Source: an optimization exercise on an open RTL-to-GDS flow (aim: small area). Production flows keep margins and buffers that such runs may drop.
In this exercise RTL edits were held to simulation tests only and were not proved equivalent to the original.
No activity file was given, so power comes from the tool's default toggle rates.

## north
## conv5x5_top
module conv5x5_top (
  input  wire logic             clk,
  input  wire logic             rst,
  input  wire conv_pkg::pixel_t row0,      
  input  wire conv_pkg::pixel_t row1,
  input  wire conv_pkg::pixel_t row2,
  input  wire conv_pkg::pixel_t row3,
  input  wire conv_pkg::pixel_t row4,      
  output conv_pkg::pixel_t      pix_out    
);
Settings: LEC_CHECK=0, CAP_MARGIN=20, CORE_MARGIN=2, CORE_UTILIZATION=60, CTS_BUF_LIST=sky130_fd_sc_hd__clkbuf_8, CTS_CLUSTER_SIZE=30, SLEW_MARGIN=20, SYNTH_HIERARCHICAL=1; clock period 4.0 ns.
run.sh (not shown) runs the stock make flow with config.mk's settings and CLKGATE_MAP_FILE= SYNTH_SCRIPT=/design/flow/synth_recipe.tcl, a recipe that flattens the netlist after the stock synthesis.
Edits applied to the flow inputs when going from north to south:
- CTS_CLUSTER_SIZE: 30 -> unset
- CORE_UTILIZATION: 60 -> 40
- CTS_BUF_LIST: sky130_fd_sc_hd__clkbuf_8 -> unset
==> flow/flow/run.sh (new file) <==
#!/bin/bash
# standard layout; ports buffered with the smallest buffer, clock tree without dummy loads
export BUFFER_PORTS_ARGS="-buffer_cell sky130_fd_sc_hd__buf_1"
export CTS_ARGS="-sink_clustering_enable -repair_clock_nets -dont_use_dummy_load -sink_clustering_size 20 -sink_clustering_max_diameter 100"
bash standard.sh > standard.log 2>&1
==> flow/standard.sh (new file) <==
#!/bin/bash
# synth_recipe.tcl (not shown) runs the flow's synth.tcl, then flattens the netlist and writes it again
# the make line also repeats each setting of config.mk as NAME=value (left out here)
make -C /OpenROAD-flow-scripts/flow DESIGN_CONFIG=/design/flow/config.mk WORK_HOME=/design/flow/orfs CLKGATE_MAP_FILE= SYNTH_SCRIPT=/design/flow/synth_recipe.tcl "${@:-finish}"
removed: flow/run.sh
[summary]
- Wire length | south below north
- Compared with north, south shows a lower clock power.
- Power density over cell area in south is 26 nW/µm² lower than in north
- south: layout overhead on the synthesized area lower than north
- Changes observed in south relative to north: power now smaller; post-route cell area fell 5.9%; final-layout worst hold slack now sits lower; clock network contribution to total cell area now sits lower.
- Against north as the reference, south delivers a lower global routing usage on met2.
> inputs changed (south -> east)
- CORE_UTILIZATION changed from 40 to 65
--- a/flow/flow/run.sh
+++ b/flow/flow/run.sh
@@ -4 +4 @@
-export CTS_ARGS="-sink_clustering_enable -repair_clock_nets -dont_use_dummy_load -sink_clustering_size 20 -sink_clustering_max_diameter 100"
+export CTS_ARGS="-sink_clustering_enable -repair_clock_nets -dont_use_dummy_load -sink_clustering_size 28 -sink_clustering_max_diameter 100"
Results
- Going from south to east, later-pin clock latency in the skew report shrinks by 30 ps.
- For the via count of the first global-routing pass, east came in about 0.7% lower than south did.
- Taking south as the reference, in east total length of routed wires now smaller, post-detailed-route wirelength per cell went up by 11%.
- The core of east is more densely filled than that of south.
- The total power density per cell area of south and that of east are within noise of each other.
- Both conditions hold for east: the flow ran to the end and the final layout passed the timing, design-rule and antenna checks.
--- input diff east..west ---
- a change of CORE_UTILIZATION from 65 to 40
==> flow/flow/run.sh <==
#!/bin/bash
# standard layout, logged
bash standard.sh > standard.log 2>&1
==> summary.txt <==
Sort east and west by sequential share of layout area asc -> top: west
In the metrics for east and west, the one carrying the higher final net count is west.
Against east as the reference, west delivers a higher sum of internal, switching and leakage power.
--- input diff west..middle ---
==> flow/flow/run.sh <==
#!/bin/bash
# standard layout; ports buffered with the smallest buffer, clock tree without dummy loads
export BUFFER_PORTS_ARGS="-buffer_cell sky130_fd_sc_hd__buf_1"
export CTS_ARGS="-sink_clustering_enable -repair_clock_nets -dont_use_dummy_load -sink_clustering_size 28 -sink_clustering_max_diameter 100"
bash standard.sh > standard.log 2>&1
==> comparison <==
- In summary, middle completed successfully, with a layout that passed the timing, design-rule and antenna checks.
- Note that the post-route cell area recorded for west amounts to 1.09 times the value seen in middle.
- west consumes more power than middle.
- Max first-pass GRT wire length across west and middle: west
- Non-clock buffer instance count of the final layout, middle vs west: down by a few percent
- Reported for west and middle, core region area turned out identical to the last digit.
- Summary: hold slack, middle worse than west
- Capturing instance or port of the critical path = u_cascade.z3_10_0: west; capturing instance or port of the critical path = u_cascade.z4_9_0: middle
- west → middle: routed wire length now sits lower; cell count now sits lower; fmax now sits higher; met2 wire length now sits lower.

* * *

conv5x5_top, a different RTL version from the one above (not shown whole).
Size: ~550 cells after synthesis, about 50 I/O pins, ~0.0089 sq mm of cells after synthesis.
==> flow/config.mk <==
export PLATFORM = sky130hd
export DESIGN_NAME = conv5x5_top
export DESIGN_NICKNAME = conv5x5_top
export VERILOG_FILES = /design/flow/design.v
export SDC_FILE = /design/flow/constraint.sdc
export NUM_CORES = 4
export LEC_CHECK = 0
export CAP_MARGIN = 20
export CORE_MARGIN = 2
export CORE_UTILIZATION = 65
export SLEW_MARGIN = 20
export SYNTH_HIERARCHICAL = 1
==> flow/constraint.sdc <==
create_clock -name core_clock -period 4.0 [get_ports {clk}]
set_input_delay 0.8000 -clock core_clock [delete_from_list [all_inputs] [get_ports {clk}]]
set_output_delay 0.8000 -clock core_clock [all_outputs]
set_load 0.01 [all_outputs]
standard.sh (not shown) runs the stock make flow with config.mk's settings and CLKGATE_MAP_FILE= SYNTH_SCRIPT=/design/flow/synth_recipe.tcl, a recipe that flattens the netlist after the stock synthesis.
==> flow/flow/run.sh <==
#!/bin/bash
export BUFFER_PORTS_ARGS="-buffer_cell sky130_fd_sc_hd__buf_1"
export CTS_ARGS="-sink_clustering_enable -repair_clock_nets -dont_use_dummy_load -sink_clustering_size 20 -sink_clustering_max_diameter 60 -buf_list {sky130_fd_sc_hd__clkbuf_4 sky130_fd_sc_hd__clkbuf_8}"
bash standard.sh > standard.log 2>&1
Rerun with:
==> flow/flow/run.sh (replaced) <==
#!/bin/bash
export BUFFER_PORTS_ARGS="-buffer_cell sky130_fd_sc_hd__buf_1"
export CTS_ARGS="-sink_clustering_enable -repair_clock_nets -dont_use_dummy_load -sink_clustering_size 10 -sink_clustering_max_diameter 50 -buf_list sky130_fd_sc_hd__clkbuf_4"
bash standard.sh > standard.log 2>&1
--- a/flow/config.mk
+++ b/flow/config.mk
@@ -9,3 +9,3 @@
 export CORE_MARGIN = 2
-export CORE_UTILIZATION = 65
+export CORE_UTILIZATION = 40
 export SLEW_MARGIN = 20
Result:
- final cell count increases by 16%
- non-clock buffer count stays the same
- final area increases by 1.6%
- sequential cell count is unchanged
Rerun with:
==> flow/flow/run.sh (replaced) <==
#!/bin/bash
# standard layout; ports buffered with the smallest buffer, clock tree without dummy loads
export BUFFER_PORTS_ARGS="-buffer_cell sky130_fd_sc_hd__buf_1"
export CTS_ARGS="-sink_clustering_enable -repair_clock_nets -dont_use_dummy_load -sink_clustering_size 28 -sink_clustering_max_diameter 100"
bash standard.sh > standard.log 2>&1
The new run went through all stages and came out clean.
Area after synthesis is unchanged.
Setup slack is worse by 0.0056 ns.
Power rose by 2.7%.
Global-route usage fell by 0.36 points.
Non-clock buffer count is unchanged.
Final area rose by 0.88%.
Maximum frequency barely changes.
Count of clock-buffer cells in the layout fell by 21.
Sequential share of layout area fell by 0.52 points.
Rerun with:
==> flow/flow/run.sh (replaced) <==
#!/bin/bash
export BUFFER_PORTS_ARGS="-buffer_cell sky130_fd_sc_hd__buf_1"
export CTS_ARGS="-sink_clustering_enable -repair_clock_nets -dont_use_dummy_load -sink_clustering_size 11 -sink_clustering_max_diameter 50 -buf_list sky130_fd_sc_hd__clkbuf_4"
bash standard.sh > standard.log 2>&1
--- a/flow/config.mk
+++ b/flow/config.mk
@@ -9,3 +9,3 @@
 export CORE_MARGIN = 2
-export CORE_UTILIZATION = 40
+export CORE_UTILIZATION = 65
 export SLEW_MARGIN = 20
Fmax went up by 0.87%.
Power falls by 3.5%.
Synthesized cell count stays the same.
Non-clock buffer count stays the same.
Worst setup slack is better by 0.033 ns.
Register-to-register slack gets better by 0.03 ns.
Wire length fell by 1.8%.
Synthesized area stays the same.

* * *

08-05:
RTL: one of the versions met above, not the one the previous note started from.
Size: ~570 cells after synthesis.
==> flow/config.mk <==
export PLATFORM = sky130hd
export DESIGN_NAME = conv5x5_top
export DESIGN_NICKNAME = conv5x5_top
export VERILOG_FILES = /design/flow/design.v
export SDC_FILE = /design/flow/constraint.sdc
export NUM_CORES = 4
export LEC_CHECK = 0
export CAP_MARGIN = 20
export CORE_MARGIN = 2
export CORE_UTILIZATION = 40
export SLEW_MARGIN = 20
export SYNTH_HIERARCHICAL = 1
==> flow/constraint.sdc <==
create_clock -name core_clock -period 4.0 [get_ports {clk}]
set_input_delay 0.8000 -clock core_clock [delete_from_list [all_inputs] [get_ports {clk}]]
set_output_delay 0.8000 -clock core_clock [all_outputs]
set_load 0.01 [all_outputs]
run.sh (not shown) runs the stock make flow with config.mk's settings and CLKGATE_MAP_FILE= SYNTH_SCRIPT=/design/flow/synth_recipe.tcl, a recipe that flattens the netlist after the stock synthesis.
Stock flow here: none of the scripts above is used.
Edits applied to the flow inputs when going from 08-05 to 04-15:
# 08-05
export LEC_CHECK = 0
export CAP_MARGIN = 20
export CORE_MARGIN = 2
export CORE_UTILIZATION = 40
export SLEW_MARGIN = 20
export SYNTH_HIERARCHICAL = 1
create_clock -name core_clock -period 4.0 [get_ports {clk}]
# 04-15
export LEC_CHECK = 0
export CAP_MARGIN = 20
export CORE_MARGIN = 2
export CORE_UTILIZATION = 40
export CTS_BUF_LIST = sky130_fd_sc_hd__clkbuf_4
export SLEW_MARGIN = 20
export SYNTH_HIERARCHICAL = 1
create_clock -name core_clock -period 4.0 [get_ports {clk}]
Notes after the runs:
04-15 vs. 08-05: tightest hold margin went down by 0.019 ns. Higher global-route wire length before repair was reported by 04-15, not 08-05. 04-15 ends up with a routed wire length per instance that is 0.63 µm lower than in 08-05. In 04-15 the combinational share of power turned out 0.4 points higher than in 08-05. Going from 08-05 to 04-15, the number of design-rule violations left by the first detailed-router iteration was found to have gone down by about 32%. Between 04-15 and 08-05, the simple-gate area share of the yosys netlist does not differ in any meaningful way. When 04-15 is set beside 08-05, its total CTS buffers turns out to be 160% larger. Re first-pass iteration count of the detailed router: no difference whatsoever between 08-05 and 04-15. 04-15 -> 08-05: sequential share of layout area flat. Re data required time of the critical path: 08-05 and 04-15 aren't equal, and the lower value belongs to 08-05.

==> afterwards: timing with drivers on the ports <==
Ports are ideal in the flow. The routed layouts listed here were re-timed in OpenROAD.
Step 1 (the two cells are an assumption about what drives the block):
set clk [get_ports {clk}]
set_driving_cell -lib_cell sky130_fd_sc_hd__clkbuf_16 $clk
set_driving_cell -lib_cell sky130_fd_sc_hd__buf_2 [delete_from_list [all_inputs] $clk]
Step 2 adds t to the input delays and takes it off the output delays; t is the mean of the earliest and latest rising clock arrival at the registers after step 1. Input paths then give back, and output paths get back, about the clock's delay inside the block.
a / b / c = ideal ports / drivers / drivers and shift; a / b = the first two.
run	t, ns	setup slack, ns	hold slack, ns
north	0.561	0.156 / 0.156 / 0.156	0.316 / 0.316 / 0.316
south	0.508	0.250 / 0.250 / 0.250	0.274 / 0.274 / 0.274
east	0.476	0.184 / 0.184 / 0.184	0.260 / 0.260 / 0.260
west	0.569	0.192 / 0.192 / 0.192	0.318 / 0.318 / 0.318
middle	0.482	0.266 / 0.266 / 0.266	0.260 / 0.260 / 0.260
the first run of note 2	0.522	0.296 / 0.296 / 0.296	0.326 / 0.326 / 0.326
the second run of note 2	0.615	0.255 / 0.255 / 0.255	0.286 / 0.286 / 0.286
the third run of note 2	0.498	0.250 / 0.250 / 0.250	0.328 / 0.328 / 0.328
the fourth run of note 2	0.631	0.282 / 0.282 / 0.282	0.265 / 0.265 / 0.265
08-05	0.569	0.192 / 0.192 / 0.192	0.318 / 0.318 / 0.318
04-15	0.665	0.190 / 0.190 / 0.190	0.299 / 0.299 / 0.299
After both steps setup and hold are still met in every run listed.
